Source: an optimization exercise on an open RTL-to-GDS flow (aim: small area and a short achievable clock period). Production flows keep margins and buffers that such runs may drop. In this exercise RTL edits were held to simulation tests only and were not proved equivalent to the original. Power figures rest on the tool's default switching activity, not on a simulated workload.

==> inputs of run a <==
==> flow/design.v <==
package mips_reg_file_pkg;
  localparam int DATA_W   = 32;
  localparam int ADDR_W   = 5;
  localparam int DEPTH    = 1 << ADDR_W;
  localparam int CNT_W    = 16;
  localparam int REG_ZERO = 0;
  localparam int AT = 1;
  localparam int V0 = 2;
  localparam int A0 = 4;
  localparam int T0 = 8;
  localparam int T1 = 9;
  localparam int T2 = 10;
  localparam int S0 = 16;
  localparam int SP = 29;
  localparam int RA = 31;
endpackage
module mips_reg_file #(
  parameter int DATA_W = mips_reg_file_pkg::DATA_W,
  parameter int ADDR_W = mips_reg_file_pkg::ADDR_W
) (
  input  logic              clk,
  input  logic              rst_n,
  input  logic [ADDR_W-1:0] rs_addr,
  input  logic [ADDR_W-1:0] rt_addr,
  input  logic [ADDR_W-1:0] rd_addr,
  input  logic              wr_en,
  input  logic [DATA_W-1:0] wr_data,
  output logic [DATA_W-1:0] rs_data,
  output logic [DATA_W-1:0] rt_data,
  input  logic [ADDR_W-1:0] dbg_addr,
  output logic [DATA_W-1:0] dbg_data,
  output logic [15:0]       wr_count
);
  localparam int NREGS = 1 << ADDR_W;
  logic [DATA_W-1:0] regs  [1:NREGS-1];
  logic [NREGS-1:1]  valid;
  logic [NREGS-1:1]  we, we_n;
  logic [NREGS-1:1]  sel_rs, sel_rt, sel_dbg;
  logic [NREGS-1:1]  lo_rs, lo_rt;
  logic              wr_commit;
  assign wr_commit = wr_en && (rd_addr != '0);
  always_comb begin
    for (int i = 1; i < NREGS; i++) begin
      we[i]      = wr_en && (rd_addr == ADDR_W'(i));
      we_n[i]    = !we[i];
      sel_rs[i]  = valid[i] && (rs_addr  == ADDR_W'(i));
      sel_rt[i]  = valid[i] && (rt_addr  == ADDR_W'(i));
      lo_rs[i]   = valid[i] && (rs_addr[2:0] == 3'(i));
      lo_rt[i]   = valid[i] && (rt_addr[2:0] == 3'(i));
      sel_dbg[i] = valid[i] && (dbg_addr == ADDR_W'(i));
    end
  end
  logic [DATA_W-1:0] regs_d [1:NREGS-1];
  for (genvar i = 1; i < NREGS; i++) begin : g_hold
    for (genvar b = 0; b < DATA_W; b++) begin : g_bit
      mips_reg_file_hold u_hold (
        .we(we[i]), .we_n(we_n[i]), .d(wr_data[b]), .q(regs[i][b]), .y(regs_d[i][b])
      );
    end
  end
  always_ff @(posedge clk) begin
    for (int i = 1; i < NREGS; i++) begin
      regs[i] <= regs_d[i];
    end
  end
  always_ff @(posedge clk or negedge rst_n) begin
    if (!rst_n) begin
      valid <= '0;
    end else begin
      valid <= valid | we;
    end
  end
  logic [DATA_W-1:0] dbg_next;
  logic [NREGS-1:1]  col [DATA_W];
  always_comb begin
    for (int b = 0; b < DATA_W; b++) begin
      for (int i = 1; i < NREGS; i++) begin
        col[b][i] = regs[i][b];
      end
    end
  end
  for (genvar b = 0; b < DATA_W; b++) begin : g_bit
    mips_reg_file_sel2 u_rs  (.sel(lo_rs),  .hi(rs_addr[4:3]), .d(col[b]), .y(rs_data[b]));
    mips_reg_file_sel2 u_rt  (.sel(lo_rt),  .hi(rt_addr[4:3]), .d(col[b]), .y(rt_data[b]));
    mips_reg_file_sel  u_dbg (.sel(sel_dbg), .d(col[b]), .y(dbg_next[b]));
  end
  always_ff @(posedge clk or negedge rst_n) begin
    if (!rst_n) begin
      dbg_data <= '0;
    end else begin
      dbg_data <= dbg_next;
    end
  end
  always_ff @(posedge clk or negedge rst_n) begin
    if (!rst_n) begin
      wr_count <= '0;
    end else if (wr_commit) begin
      wr_count <= wr_count + 16'd1;
    end
  end
endmodule
module mips_reg_file_sel2 (
  input  logic [31:1] sel,
  input  logic [1:0]  hi,
  input  logic [31:1] d,
  output logic        y
);
  logic [3:0] g;
  mips_reg_file_or7 u_g0 (.s(sel[7:1]), .d(d[7:1]), .y(g[0]));
  mips_reg_file_or8 u_g1 (.s(sel[15:8]),  .d(d[15:8]),  .y(g[1]));
  mips_reg_file_or8 u_g2 (.s(sel[23:16]), .d(d[23:16]), .y(g[2]));
  mips_reg_file_or8 u_g3 (.s(sel[31:24]), .d(d[31:24]), .y(g[3]));
  mips_reg_file_mux4 u_mux (.g(g), .s(hi), .y(y));
endmodule
module mips_reg_file_or8 (
  input  logic [7:0] s,
  input  logic [7:0] d,
  output logic       y
);
  logic [1:0] t;
  mips_reg_file_aoi3 u_a (.s(s[2:0]), .d(d[2:0]), .y(t[0]));
  mips_reg_file_aoi3 u_b (.s(s[5:3]), .d(d[5:3]), .y(t[1]));
  assign y = ~(t[0] & t[1] & ~((s[6] & d[6]) | (s[7] & d[7])));
endmodule
module mips_reg_file_or7 (
  input  logic [6:0] s,
  input  logic [6:0] d,
  output logic       y
);
  logic [1:0] t;
  mips_reg_file_aoi3 u_a (.s(s[2:0]), .d(d[2:0]), .y(t[0]));
  mips_reg_file_aoi3 u_b (.s(s[5:3]), .d(d[5:3]), .y(t[1]));
  assign y = ~(t[0] & t[1] & ~(s[6] & d[6]));
endmodule
module mips_reg_file_mux4 (
  input  logic [3:0] g,
  input  logic [1:0] s,
  output logic       y
);
  assign y = g[s];
endmodule
module mips_reg_file_sel (
  input  logic [31:1] sel,
  input  logic [31:1] d,
  output logic        y
);
  logic [10:0] t;
  for (genvar g = 0; g < 10; g++) begin : g_grp
    mips_reg_file_aoi3 u_aoi (.s(sel[3*g+3:3*g+1]), .d(d[3*g+3:3*g+1]), .y(t[g]));
  end
  assign t[10] = ~(sel[31] & d[31]);
  mips_reg_file_nand11 u_nand (.t(t), .y(y));
endmodule
module mips_reg_file_aoi3 (
  input  logic [2:0] s,
  input  logic [2:0] d,
  output logic       y
);
  assign y = ~|(s & d);
endmodule
module mips_reg_file_nand11 (
  input  logic [10:0] t,
  output logic        y
);
  assign y = ~&t;
endmodule
module mips_reg_file_hold (
  input  logic we,
  input  logic we_n,
  input  logic d,
  input  logic q,
  output logic y
);
  assign y = (we & d) | (we_n & q);
endmodule
==> flow/run.sh <==
#!/bin/bash
# synth_recipe.tcl (not shown) runs the flow's synth.tcl, then flattens the netlist and writes it again
# the make line also repeats each setting of config.mk as NAME=value (left out here)
make -C /OpenROAD-flow-scripts/flow DESIGN_CONFIG=/design/flow/config.mk WORK_HOME=/design/flow/orfs CLKGATE_MAP_FILE= SYNTH_SCRIPT=/design/flow/synth_recipe.tcl finish
==> flow/config.mk <==
export PLATFORM = sky130hd
export DESIGN_NAME = mips_reg_file
export DESIGN_NICKNAME = mips_reg_file
export VERILOG_FILES = /design/flow/design.v
export SDC_FILE = /design/flow/constraint.sdc
export NUM_CORES = 4
export LEC_CHECK = 0
export CAP_MARGIN = 20
export CORE_MARGIN = 2
export CORE_UTILIZATION = 25
export CTS_BUF_LIST = sky130_fd_sc_hd__clkbuf_8
export CTS_CLUSTER_DIAMETER = 100
export CTS_CLUSTER_SIZE = 30
export MIN_ROUTING_LAYER = met2
export PLACE_DENSITY = 0.3
export SETUP_SLACK_MARGIN = 2.5
export SLEW_MARGIN = 20
export SYNTH_HIERARCHICAL = 1
==> flow/constraint.sdc <==
create_clock -name core_clock -period 7.0 [get_ports {clk}]
set_input_delay 1.4000 -clock core_clock [delete_from_list [all_inputs] [get_ports {clk}]]
set_output_delay 1.4000 -clock core_clock [all_outputs]
set_load 0.01 [all_outputs]
==> run b (differences from run a) <==
==> flow/design.v, changed modules only <==
module mips_reg_file #(
  parameter int DATA_W = mips_reg_file_pkg::DATA_W,
  parameter int ADDR_W = mips_reg_file_pkg::ADDR_W
) (
  input  logic              clk,
  input  logic              rst_n,
  input  logic [ADDR_W-1:0] rs_addr,
  input  logic [ADDR_W-1:0] rt_addr,
  input  logic [ADDR_W-1:0] rd_addr,
  input  logic              wr_en,
  input  logic [DATA_W-1:0] wr_data,
  output logic [DATA_W-1:0] rs_data,
  output logic [DATA_W-1:0] rt_data,
  input  logic [ADDR_W-1:0] dbg_addr,
  output logic [DATA_W-1:0] dbg_data,
  output logic [15:0]       wr_count
);
  localparam int NREGS = 1 << ADDR_W;
  logic [DATA_W-1:0] regs  [1:NREGS-1];
  logic [NREGS-1:1]  valid;
  logic [NREGS-1:1]  we, we_n;
  logic [NREGS-1:1]  sel_rs, sel_rt, sel_dbg;
  logic [NREGS-1:1]  lo_rs, lo_rt;
  logic [3:0]        hi_rs, hi_rt;
  logic              wr_commit;
  assign wr_commit = wr_en && (rd_addr != '0);
  always_comb begin
    for (int g = 0; g < 4; g++) begin
      hi_rs[g] = (rs_addr[4:3] == 2'(g));
      hi_rt[g] = (rt_addr[4:3] == 2'(g));
    end
  end
  always_comb begin
    for (int i = 1; i < NREGS; i++) begin
      we[i]      = wr_en && (rd_addr == ADDR_W'(i));
      we_n[i]    = !we[i];
      sel_rs[i]  = valid[i] && (rs_addr  == ADDR_W'(i));
      sel_rt[i]  = valid[i] && (rt_addr  == ADDR_W'(i));
      lo_rs[i]   = valid[i] && (rs_addr[2:0] == 3'(i));
      lo_rt[i]   = valid[i] && (rt_addr[2:0] == 3'(i));
      sel_dbg[i] = valid[i] && (dbg_addr == ADDR_W'(i));
    end
  end
  logic [DATA_W-1:0] regs_d [1:NREGS-1];
  for (genvar i = 1; i < NREGS; i++) begin : g_hold
    for (genvar b = 0; b < DATA_W; b++) begin : g_bit
      mips_reg_file_hold u_hold (
        .we(we[i]), .we_n(we_n[i]), .d(wr_data[b]), .q(regs[i][b]), .y(regs_d[i][b])
      );
    end
  end
  always_ff @(posedge clk) begin
    for (int i = 1; i < NREGS; i++) begin
      regs[i] <= regs_d[i];
    end
  end
  always_ff @(posedge clk or negedge rst_n) begin
    if (!rst_n) begin
      valid <= '0;
    end else begin
      valid <= valid | we;
    end
  end
  logic [DATA_W-1:0] dbg_next;
  logic [NREGS-1:1]  col [DATA_W];
  always_comb begin
    for (int b = 0; b < DATA_W; b++) begin
      for (int i = 1; i < NREGS; i++) begin
        col[b][i] = regs[i][b];
      end
    end
  end
  for (genvar b = 0; b < DATA_W; b++) begin : g_bit
    mips_reg_file_sel2 u_rs  (.sel(lo_rs),  .hi(hi_rs), .d(col[b]), .y(rs_data[b]));
    mips_reg_file_sel2 u_rt  (.sel(lo_rt),  .hi(hi_rt), .d(col[b]), .y(rt_data[b]));
    mips_reg_file_sel  u_dbg (.sel(sel_dbg), .d(col[b]), .y(dbg_next[b]));
  end
  always_ff @(posedge clk or negedge rst_n) begin
    if (!rst_n) begin
      dbg_data <= '0;
    end else begin
      dbg_data <= dbg_next;
    end
  end
  always_ff @(posedge clk or negedge rst_n) begin
    if (!rst_n) begin
      wr_count <= '0;
    end else if (wr_commit) begin
      wr_count <= wr_count + 16'd1;
    end
  end
endmodule
module mips_reg_file_sel2 (
  input  logic [31:1] sel,
  input  logic [3:0]  hi,
  input  logic [31:1] d,
  output logic        y
);
  logic [3:0] g;
  mips_reg_file_or7 u_g0 (.s(sel[7:1]), .d(d[7:1]), .y(g[0]));
  mips_reg_file_or8 u_g1 (.s(sel[15:8]),  .d(d[15:8]),  .y(g[1]));
  mips_reg_file_or8 u_g2 (.s(sel[23:16]), .d(d[23:16]), .y(g[2]));
  mips_reg_file_or8 u_g3 (.s(sel[31:24]), .d(d[31:24]), .y(g[3]));
  mips_reg_file_mux4 u_mux (.g(g), .h(hi), .y(y));
endmodule
module mips_reg_file_mux4 (
  input  logic [3:0] g,
  input  logic [3:0] h,
  output logic       y
);
  assign y = |(g & h);
endmodule
Settings changed: CTS_BUF_LIST sky130_fd_sc_hd__clkbuf_8 to sky130_fd_sc_hd__clkbuf_16, CTS_CLUSTER_SIZE 30 to 16, MIN_ROUTING_LAYER met2 to not set, SETUP_SLACK_MARGIN 2.5 to 2.25.
==> run c (differences from run a) <==
==> flow/design.v, changed modules only <==
module mips_reg_file #(
  parameter int DATA_W = mips_reg_file_pkg::DATA_W,
  parameter int ADDR_W = mips_reg_file_pkg::ADDR_W
) (
  input  logic              clk,
  input  logic              rst_n,
  input  logic [ADDR_W-1:0] rs_addr,
  input  logic [ADDR_W-1:0] rt_addr,
  input  logic [ADDR_W-1:0] rd_addr,
  input  logic              wr_en,
  input  logic [DATA_W-1:0] wr_data,
  output logic [DATA_W-1:0] rs_data,
  output logic [DATA_W-1:0] rt_data,
  input  logic [ADDR_W-1:0] dbg_addr,
  output logic [DATA_W-1:0] dbg_data,
  output logic [15:0]       wr_count
);
  localparam int NREGS = 1 << ADDR_W;
  logic [DATA_W-1:0] regs  [1:NREGS-1];
  logic [NREGS-1:1]  valid;
  logic [NREGS-1:1]  we;
  logic [NREGS-1:1]  sel_rs, sel_rt, sel_dbg;
  logic              wr_commit;
  assign wr_commit = wr_en && (rd_addr != '0);
  always_comb begin
    for (int i = 1; i < NREGS; i++) begin
      we[i]      = wr_en && (rd_addr == ADDR_W'(i));
      sel_rs[i]  = valid[i] && (rs_addr  == ADDR_W'(i));
      sel_rt[i]  = valid[i] && (rt_addr  == ADDR_W'(i));
      sel_dbg[i] = valid[i] && (dbg_addr == ADDR_W'(i));
    end
  end
  always_ff @(posedge clk) begin
    for (int i = 1; i < NREGS; i++) begin
      if (we[i]) regs[i] <= wr_data;
    end
  end
  always_ff @(posedge clk or negedge rst_n) begin
    if (!rst_n) begin
      valid <= '0;
    end else begin
      valid <= valid | we;
    end
  end
  always_comb begin
    rs_data = '0;
    rt_data = '0;
    for (int i = 1; i < NREGS; i++) begin
      rs_data = rs_data | ({DATA_W{sel_rs[i]}} & regs[i]);
      rt_data = rt_data | ({DATA_W{sel_rt[i]}} & regs[i]);
    end
  end
  logic [DATA_W-1:0] dbg_next;
  always_comb begin
    dbg_next = '0;
    for (int i = 1; i < NREGS; i++) begin
      dbg_next = dbg_next | ({DATA_W{sel_dbg[i]}} & regs[i]);
    end
  end
  always_ff @(posedge clk or negedge rst_n) begin
    if (!rst_n) begin
      dbg_data <= '0;
    end else begin
      dbg_data <= dbg_next;
    end
  end
  always_ff @(posedge clk or negedge rst_n) begin
    if (!rst_n) begin
      wr_count <= '0;
    end else if (wr_commit) begin
      wr_count <= wr_count + 16'd1;
    end
  end
endmodule
// module mips_reg_file_sel2 removed
// module mips_reg_file_or8 removed
// module mips_reg_file_or7 removed
// module mips_reg_file_mux4 removed
// module mips_reg_file_sel removed
// module mips_reg_file_aoi3 removed
// module mips_reg_file_nand11 removed
// module mips_reg_file_hold removed
Settings changed: CTS_BUF_LIST sky130_fd_sc_hd__clkbuf_8 to not set, CTS_CLUSTER_DIAMETER 100 to not set, CTS_CLUSTER_SIZE 30 to not set, MIN_ROUTING_LAYER met2 to not set, SETUP_SLACK_MARGIN 2.5 to 0.4, SYNTH_HIERARCHICAL 1 to not set.
==> notes <==
- Run c completed without violations. Run b finished clean. Run a ended with an error in 5_1_grt.
- Critical path depth: run c is higher than run b (2).
- Between run a and run c, the lower synthesized cell count is in run a (gap 28%, measured against run c).
- Between run b and run c, the lower final cell count is in run b (gap about 19%, measured against run c).
- Between run b and run c, the lower design area is in run b (gap 14%, measured against run c).
- In flip-flop and latch count, run c and run b do not differ.
- Of run c and run b, run c has the higher clock power (gap 57%, measured against run b).
- Non-clock buffer count: run b is lower than run c (52).
- Sequential power: run c is lower than run b (13%).
- Power: run c is higher than run b (12%).
==> figures <==
| quantity | run b | run c | run a |
|---|---|---|---|
| Post-Synthesis Net Count | 4125 | 5522 | 3985 |
| Post-synthesis simple-gate area fraction | 8.87% | 21.7% | 8.21% |
| Via density per instance | 7.22 | 7.13 | - |
| Area fraction of the dominant cell type after synthesis | 43.5% | 53.4% | 43.3% |
| Reg-to-reg critical path endpoint | dbg_data[10] | dbg_data[27] | - |
| Shortest clock period the worst path allows after layout | 5210 ps | 6840 ps | - |
| Power drawn by the clock network | 4.78 mW | 7.51 mW | - |
| Non-clock buffer area fraction after layout | 10.1% | 8.64% | - |
| Type of the setup path with the least slack | input port to flop | input port to output port | - |
| Worst Reg-to-Reg Cells | 4 | 7 | - |
| Max Clock Freq | 192 MHz | 146 MHz | - |
| Power group with the highest consumption | registers | registers | - |
| P_leak | 24.0 nW | 22.2 nW | - |
| Sequential group power | 9.04 mW | 7.83 mW | - |
| Result of the run | finished clean | finished clean | aborted with a tool error |
| Stage where the flow stopped | - | - | 5_1_grt |
| End point of the critical path | dbg_data[10] | rt_data[27] | - |
| Number of DRC violations after detailed routing | 0 | 0 | - |
| Layout net count | 4812 | 5781 | - |
| Die Span X | 431 um | 476 um | 432 um |
| M1 WL | 153 mm | 210 mm | - |

==> separate check: timing with driven ports <==
In the flow no input, the clock included, has a driving cell. The finished layouts below were timed again as built, in two steps. Step 1, drivers: a clkbuf_16 drives clk and a buf_2 each remaining input, both assumed. Step 2 times the ports against the registers' clock, not the clock port: input delays grow and output delays shrink by t, the midpoint of the rising clock arrivals with the driver on. a / b / c = ideal / step 1 / step 2; a / b = the first two.
| run | t, ns | setup slack, ns | worst setup path after step 2 | slew at the worst register clock pin (ns) |
|---|---|---|---|---|
| run b | 0.828 | 1.792 / 1.717 / 1.032 | input to register | 0.09 / 0.09 |
| run c | 0.903 | 0.157 / 0.057 / 0.057 | input to output | 0.08 / 0.08 |
After both steps every run listed still meets setup and hold. For run b, which loses most, drivers alone change the setup slack by -0.075 ns; drivers and shift together by -0.760 ns.
